Background: an optimization exercise with open tools, aiming at a short achievable clock period and few clock cycles. Do not read the settings as production practice. In this exercise RTL edits were held to simulation tests only and were not proved equivalent to the original. Power figures rest on the tool's default switching activity, not on a simulated workload.

==> inputs of trial 31 <==
==> flow/design.v (excerpt) <==
module cpu_top #(
    parameter logic [31:0] STACK_TOP = 32'h100
) (
    input  logic        clk,
    input  logic        rst,
    input  logic        start,
    input  logic        hwint,
    input  logic [31:0] mem_rdata,
    output logic        mem_rd,
    output logic        mem_wr,
    output logic [31:0] mem_addr,
    output logic [31:0] mem_wdata
);
    localparam logic [3:0] RSP = 4'd12;
    localparam logic [3:0] RLR = 4'd13;
    localparam logic [3:0] RST = 4'd14;
    localparam logic [3:0] RPC = 4'd15;
    function automatic logic cond_ok_f(input logic [3:0] c, input logic [3:0] f);
        logic n, z, cy, v;
        n = f[3];
        z = f[2];
        cy = f[1];
        v = f[0];
        case (c)
            4'd1: cond_ok_f = z;
            4'd2: cond_ok_f = !z;
            4'd3: cond_ok_f = !cy;
            4'd4: cond_ok_f = cy && !z;
            4'd5: cond_ok_f = !cy || z;
            4'd6: cond_ok_f = cy;
            4'd7: cond_ok_f = n != v;
            4'd8: cond_ok_f = !z && (n == v);
            4'd9: cond_ok_f = z || (n != v);
            4'd10: cond_ok_f = n == v;
            default: cond_ok_f = 1'b1;
        endcase
    endfunction
    function automatic logic [10:0] cvec(input logic [3:0] f);
        for (int c = 0; c < 11; c++) begin
            cvec[c] = cond_ok_f(4'(c), f);
        end
    endfunction
    function automatic logic [10:0] coh(input logic [3:0] c);
        coh = '0;
        if (c == 4'd0 || c > 4'd10) begin
            coh[0] = 1'b1;
        end else begin
            coh[c] = 1'b1;
        end
    endfunction
    logic [31:0] rf [12];
    logic [31:0] sp;
    logic [31:0] lr;
    logic        st_mode;       
    logic        st_imask;
    logic [3:0]  st_flags;      
    logic [10:0] st_cv;         
    logic [5:0]  status;
    assign status = {st_mode, st_imask, st_flags};
    logic        run;
    logic        hwint_q;
    logic [31:0] fpc;
    logic        d_valid;
  ...
clock: 10.0 ns
lec_check: 0
abc_clock_period_in_ps: 2500
cap_margin: 20
core_margin: 2
core_utilization: 40
slew_margin: 20
standard.sh (not shown) runs the stock make flow with config.mk's settings and CLKGATE_MAP_FILE= SYNTH_SCRIPT=/design/flow/synth_recipe.tcl, a recipe that flattens the netlist after the stock synthesis.
==> flow/flow/run.sh <==
#!/bin/bash
set -euo pipefail
bash standard.sh finish SETUP_SLACK_MARGIN=7 > standard.log 2>&1
==> inputs of build 1, as changes to trial 31 <==
--- a/flow/design.v
+++ b/flow/design.v
@@ -172,12 +172,14 @@
     logic        run;
     logic        hwint_q;
     logic [31:0] fpc;
     logic        d_valid;
     logic [31:0] d_ir;
     logic [27:0] d_dec;
+    logic [15:0] d_saoh;      
+    logic [15:0] d_sboh;
     logic [31:0] d_pcn;
     logic        d_pred;      
     logic        d_mpred;     
     logic        d_jv;
     logic [3:0]  d_jcond;
     logic [10:0] d_coh;
@@ -199,13 +201,13 @@
     logic        e_pred;
     logic        e_arith;
     logic        e_cin;
     logic        e_pass;
     logic [1:0]  e_vec;
     logic [3:0]  e_cond;
-    logic [3:0]  e_op;
+    logic [5:0]  e_osel;
     logic [3:0]  e_dest;
     logic [31:0] e_a;
     logic [31:0] e_b;
     logic [31:0] e_bx;
     logic [31:0] e_pcn;
     logic        e_jv;
@@ -221,13 +223,14 @@
     logic [31:0] wb_q;
     logic        mem_wr_q;
     logic [31:0] mem_addr_q;
     assign mem_wr    = mem_wr_q;
     assign mem_rd    = !mem_wr_q;
     assign mem_addr  = mem_addr_q;
-    assign mem_wdata = e_a;
+    logic [31:0] mem_wdata_q;
+    assign mem_wdata = mem_wdata_q;
     function automatic logic [27:0] predecode(input logic [31:0] w);
         logic [3:0] c, a, b, cc;
         logic [7:0] o;
         logic mi, mr, mn;
         logic nop, ld, ldr, ldi, st, str, push, pop, int_, alu, und, flt, ar, br;
         logic [3:0] sa, sb;
@@ -280,27 +283,19 @@
     logic        redirect;
     logic [31:0] target;
     always_comb begin
         sum = {1'b0, e_a} + {1'b0, e_bx} + {32'd0, e_cin};
         shl = {1'b0, e_a} << e_b[4:0];
         shr = {e_a, 1'b0} >> e_b[4:0];
-        oth_c = 1'b0;
-        case (e_op)
-            4'd2: oth_res = e_a & e_b;
-            4'd3: oth_res = e_a | e_b;
-            4'd4: oth_res = e_a ^ e_b;
-            4'd5: begin
-                oth_res = shl[31:0];
-                oth_c = shl[32];
-            end
-            4'd6: begin
-                oth_res = shr[32:1];
-                oth_c = shr[0];
-            end
-            default: oth_res = e_b;
-        endcase
+        oth_res = ({32{e_osel[0]}} & (e_a & e_b))
+                | ({32{e_osel[1]}} & (e_a | e_b))
+                | ({32{e_osel[2]}} & (e_a ^ e_b))
+                | ({32{e_osel[3]}} & shl[31:0])
+                | ({32{e_osel[4]}} & shr[32:1])
+                | ({32{e_osel[5]}} & e_b);
+        oth_c = (e_osel[3] && shl[32]) || (e_osel[4] && shr[0]);
         alu_res = e_arith ? sum[31:0] : oth_res;
         sum_zero = ((e_a[0] ^ e_bx[0]) == e_cin)
                    && (((e_a[31:1] ^ e_bx[31:1]) ^ (e_a[30:0] | e_bx[30:0])) == 31'd0);
         alu_flags = {alu_res[31], e_arith ? sum_zero : oth_res == 32'd0,
                      e_arith ? sum[32] : oth_c,
                      e_arith && (e_a[31] == e_bx[31]) && (sum[31] != e_a[31])};
@@ -343,12 +338,28 @@
         end else if (j_lr) begin
             lr <= e_jpcn;
         end
         wb_q <= wb;
     end
     logic [3:0] flags_n;
+    logic [10:0] cv_n, cv_alu;
+    logic        a_z, a_c, a_lt;
+    always_comb begin
+        a_z = alu_flags[2];
+        a_c = alu_flags[1];
+        a_lt = e_arith ? ((e_a[31] == e_bx[31]) ? e_a[31] : sum[31]) : oth_res[31];
+        cv_alu = {!a_lt, a_z || a_lt, !a_z && !a_lt, a_lt, a_c, !a_c || a_z, a_c && !a_z, !a_c,
+                  !a_z, a_z, 1'b1};
+        if (wr_status) begin
+            cv_n = cvec(wb[3:0]);
+        end else if (commit && e_setf) begin
+            cv_n = cv_alu;
+        end else begin
+            cv_n = st_cv;
+        end
+    end
     always_comb begin
         if (wr_status) begin
             flags_n = wb[3:0];
         end else if (commit && e_setf) begin
             flags_n = alu_flags;
         end else begin
@@ -370,13 +381,13 @@
             end else if (commit && (e_push || e_trap)) begin
                 sp <= e_b;
             end else if (commit && e_pop) begin
                 sp <= sp + 32'd1;
             end
             st_flags <= flags_n;
-            st_cv <= cvec(flags_n);
+            st_cv <= cv_n;
             if (wr_status) begin
                 {st_mode, st_imask} <= wb[5:4];
             end else if (trap) begin
                 st_mode <= 1'b1;
                 if (e_clrim) begin
                     st_imask <= 1'b0;
@@ -432,41 +443,41 @@
         end else begin
             sp_view = sp;
             sp_view_m1 = sp - 32'd1;
         end
         lr_view = (e_do && e_jmp_d) ? e_pcn : ((e_valid && e_jv && e_jpol) ? e_jpcn : lr);
     end
-    function automatic logic [31:0] regv(input logic [3:0] r);
-        case (r)
-            RSP: regv = sp_view;
-            RLR: regv = (d_jv && d_jpol) ? d_jpcn : lr_view;
-            RST: regv = {26'd0, status};
-            RPC: regv = d_pcn;
-            default: regv = rf[r];
-        endcase
+    function automatic logic [31:0] regv(input logic [15:0] oh);
+        regv = ({32{oh[RSP]}} & sp_view)
+             | ({32{oh[RLR]}} & ((d_jv && d_jpol) ? d_jpcn : lr_view))
+             | ({32{oh[RST]}} & {26'd0, status})
+             | ({32{oh[RPC]}} & d_pcn);
+        for (int i = 0; i < 12; i++) begin
+            regv = regv | ({32{oh[i]}} & rf[i]);
+        end
     endfunction
     assign byp_a = a_src && e_do && e_wr && (e_dest == sel_a) && (sel_a != RPC) && !(d_jv && d_jpol && sel_a == RLR);
     assign byp_b = b_src && e_do && e_wr && (e_dest == sel_b) && (sel_b != RPC) && !(d_jv && d_jpol && sel_b == RLR);
     always_comb begin
         if (d_trap) begin
             na_early = (hw_take && d_jv) ? d_jpcn : d_pcn;
         end else if (is_alu && m_imm && m_rev) begin
             na_early = {24'd0, imm8};
         end else if (is_push && ra == RSP) begin
             na_early = sp_view_m1;
         end else begin
-            na_early = regv(sel_a);
+            na_early = regv(d_saoh);
         end
         if (d_trap || is_push) begin
             nb_early = sp_view_m1;
         end else if (is_alu && m_imm && !m_rev) begin
             nb_early = {24'd0, imm8};
         end else if (is_ldi || is_ld || is_st) begin
             nb_early = {16'd0, imm16};
         end else begin
-            nb_early = regv(sel_b);
+            nb_early = regv(d_sboh);
         end
         if (byp_a && !e_load) begin
             e_a_n = alu_res;
         end else if (byp_a) begin
             e_a_n = mem_rdata;
         end else begin
@@ -527,13 +538,15 @@
         e_vec   <= hw_take ? 2'd1 : (is_int ? 2'd2 : 2'd3);
         e_pred  <= !d_trap && d_taken;
         e_arith <= is_alu && opc[3:1] == 3'd0;
         e_cin   <= sub_n;
         e_pass  <= is_ldi || (is_alu && opc[3:0] >= 4'd7);
         e_cond  <= d_cond;
-        e_op    <= is_ldi ? 4'd7 : opc[3:0];
+        e_osel  <= is_ldi ? 6'b100000
+                 : {opc[3:0] >= 4'd7, opc[3:0] == 4'd6, opc[3:0] == 4'd5,
+                    opc[3:0] == 4'd4, opc[3:0] == 4'd3, opc[3:0] == 4'd2};
         e_dest  <= ra;
         e_a     <= e_a_n;
         e_b     <= e_b_n;
         e_bx    <= sub_n ? ~e_b_n : e_b_n;
         e_pcn   <= d_pcn;
         e_jv    <= d_jv && !hw_take;
@@ -559,12 +572,14 @@
     logic                  f_hit;
     logic                  port_free;
     logic                  fetch;
     logic [31:0]           f_word;
     logic                  f_jmp, f_uncond, f_back, m_pred, f_pred;
     logic [31:0]           fpc_n;
+    logic [27:0]           f_dec;
+    assign f_dec = predecode(f_fold ? fo_word : f_word);
     logic                  c_hit0_q, c_hit1_q, c_sel1_q, c_ok_q;
     logic [31:0]           c_word0_q, c_word1_q, c_word;
     logic                  c_pred0_q, c_pred1_q, c_pred;
     logic [9:0]            pl_a1;
     assign f_hit     = c_ok_q && (c_sel1_q ? c_hit1_q : c_hit0_q);
     assign c_word    = c_sel1_q ? c_word1_q : c_word0_q;
@@ -600,13 +615,13 @@
             fo_jcond = fo_jcond | ({4{ft_hit[i]}} & ft_jcond[i]);
             fo_pol = fo_pol | (ft_hit[i] & ft_pol[i]);
             fo_alt = fo_alt | ({16{ft_hit[i]}} & ft_alt[i]);
         end
     end
     assign f_fold = |ft_hit;
-    assign fetch     = run && !slow_q && (f_fold || port_free || f_hit) && (!d_valid || d_adv);
+    assign fetch     = (run || (start && !rst)) && !slow_q && (f_fold || port_free || f_hit) && (!d_valid || d_adv);
     assign f_jmp    = (mem_rdata[27:20] == 8'h03) && (mem_rdata[19:16] == RPC);
     assign f_uncond = (mem_rdata[31:28] == 4'd0) || (mem_rdata[31:28] > 4'd10);
     assign f_back   = (fpc[31:16] != 16'd0) || (mem_rdata[15:0] <= fpc[15:0]);
     assign m_pred   = f_jmp && (f_uncond || f_back);
     assign f_word = port_free ? mem_rdata : c_word;
     assign f_pred = f_hit && c_pred;
@@ -656,12 +671,15 @@
     end
     always_ff @(posedge clk) begin
         fpc <= fpc_n;
         mem_addr_q <= d_psel ? e_b_n : fpc_n;
         psel_q <= !rst && d_psel;
         mem_wr_q <= d_mwr;
+        if (d_psel) begin
+            mem_wdata_q <= e_a_n;
+        end
         if (rst) begin
             run <= 1'b0;
             hwint_q <= 1'b0;
             d_valid <= 1'b0;
         end else begin
             hwint_q <= hwint;
@@ -675,13 +693,15 @@
             end else if (d_adv) begin
                 d_valid <= 1'b0;
             end
         end
         if (fetch) begin
             d_ir <= f_fold ? fo_word : f_word;
-            d_dec <= predecode(f_fold ? fo_word : f_word);
+            d_dec <= f_dec;
+            d_saoh <= 16'd1 << f_dec[13:10];
+            d_sboh <= 16'd1 << f_dec[8:5];
             d_pcn <= f_fold ? {15'd0, fo_tpcn} : fpc + 32'd1;
             d_pred <= !f_fold && f_pred;
             d_mpred <= !f_fold && !f_hit && m_pred;
             d_jv <= f_fold;
             d_jcond <= fo_jcond;
             d_coh <= coh(f_fold ? fo_word[31:28] : f_word[31:28]);
@@ -693,12 +713,15 @@
     end
     logic           pj_valid;
     logic [9:0]     pj_addr;
     logic [3:0]     pj_cond;
     logic           pj_pol;
     logic [15:0]    pj_alt;
+    logic           pj_from_d;
+    logic [9:0]     pjd_addr;
+    logic [3:0]     pjd_cond;
     logic           fi_pol;
     logic [15:0]    fi_alt;
     logic           f_ldipc;
     assign f_ldipc = (f_word[27:20] == 8'h03) && (f_word[19:16] == RPC);
     logic           fi_valid;
     logic [9:0]     fi_jaddr;
@@ -713,29 +736,32 @@
             fi_dup = fi_dup || (ft_valid[i] && ft_jaddr[i] == fi_jaddr);
         end
     end
     always_ff @(posedge clk) begin
         fi_valid <= !rst && fetch && !f_fold && pj_valid && !f_pred && !redirect && !d_redirect
                     && fpc[31:17] == 15'd0;
-        fi_jaddr <= pj_addr;
+        fi_jaddr <= pj_from_d ? pjd_addr : pj_addr;
         fi_word <= f_word;
         fi_tpcn <= fpc[16:0] + 17'd1;
-        fi_jcond <= pj_cond;
-        fi_pol <= pj_pol;
+        fi_jcond <= pj_from_d ? pjd_cond : pj_cond;
+        fi_pol <= pj_from_d || pj_pol;
         fi_alt <= pj_alt;
+        pjd_addr <= d_pcn[9:0] - 10'd1;
+        pjd_cond <= d_cond;
         if (rst || redirect) begin
             pj_valid <= 1'b0;
         end else if (d_redirect) begin
             pj_valid <= d_taken && is_ldi;
-            pj_pol <= 1'b1;
-            pj_addr <= d_pcn[9:0] - 10'd1;
-            pj_cond <= d_cond;
+            pj_from_d <= 1'b1;
         end else if (fetch) begin
             pj_valid <= !f_fold && (f_pred || (f_ldipc && !(!f_hit && m_pred)));
+            pj_from_d <= 1'b0;
+        end else if (pj_from_d) begin
+            pj_valid <= 1'b0;
         end
-        if (fetch && !redirect && !d_redirect) begin
+        if (fetch) begin
             pj_addr <= fpc[9:0];
             pj_cond <= f_word[31:28];
             pj_pol <= f_pred;
             pj_alt <= f_word[15:0];
         end
         if (rst) begin
- CORE_UTILIZATION: 40 -> 50
==> notes <==
- Build 1 finished with timing, DRC and antenna clean. Trial 31 finished with timing, DRC and antenna clean.
- Against build 1, the non-clock buffer count of trial 31 is higher by 181.
- Of trial 31 and build 1, trial 31 has the higher worst setup slack (gap 230 ps).
- Utilization: build 1 is higher than trial 31 (12 points).
- Of trial 31 and build 1, trial 31 has the higher via count (gap 1.5%, measured against build 1).
- Against trial 31, the die area of build 1 is lower by about 20%.
- Cell count: build 1 is smaller than trial 31 (6.3%).
- In clock power, build 1 and trial 31 hardly differ.
==> figures <==
| item | build 1 | trial 31 |
|---|---|---|
| Horizontal die dimension | 524 um | 585 um |
| Worst reg2reg path startpoint | fpc[5]$_DFF_P_ | d_dec[7]$_DFFE_PN_ |
| Met1 GRT Util | 58.3% | 48.5% |
| Compound-cell area share of the yosys netlist | 12.5% | 12.8% |
| Total length of routed wires | 684000 um | 713000 um |
| Final WS setup | 5910 ps | 6140 ps |
| Comb power frac | 24.9% | 21.1% |
| Combinational power | 8610 uW | 6690 uW |
| Required time at the worst-slack endpoint | 10680 ps | 10840 ps |
| Slew margin rel. | 21.6% | 14.4% |
| Seq pwr share | 40.9% | 41.9% |
| Internal power of the cells | 23900 uW | 22400 uW |
| Run status | complete, no violations | complete, no violations |
| Area post-placement | 0.142 mm^2 | 0.144 mm^2 |
| Diodes inserted | 58 | 41 |
| Final-layout fill cell count | 18900 | 27200 |
Testbench counts of trial 31, summed over its fixed seeds: cycles 24,128.
Testbench counts of build 1, summed over its fixed seeds: cycles 24,096.

## port drivers added, routing unchanged
The flow's constraints put no driver on any port. The routed layouts listed below were extracted and timed again, unchanged, in two steps.
Step 1 (the two cells are an assumption about what drives the block):
set clk [get_ports {clk}]
set_driving_cell -lib_cell sky130_fd_sc_hd__clkbuf_16 $clk
set_driving_cell -lib_cell sky130_fd_sc_hd__buf_2 [delete_from_list [all_inputs] $clk]
Step 2 moves the port delays by t, midway between the first and last clock arrival at a register: inputs arrive t later, outputs are due t later. That takes back most of the time a late clock gives input paths.
Slacks: no drivers / after step 1 / after step 2; pairs: no drivers / after step 1.
run | shift t [ns] | setup WS [ns] | clock arrival spread, ns | worst data-port slew with drivers (ns) | cell pins on the clock port's net
trial 31 | 1.042 | 6.139 / 6.139 / 5.470 | 0.067 / 0.067 | 0.57 | 1
build 1 | 1.016 | 5.911 / 5.911 / 5.266 | 0.081 / 0.081 | 0.13 | 1
After both steps every run listed still meets setup and hold. The setup slack of trial 31, which loses most, moves by 0.000 ns with the drivers and by -0.669 ns with both steps.
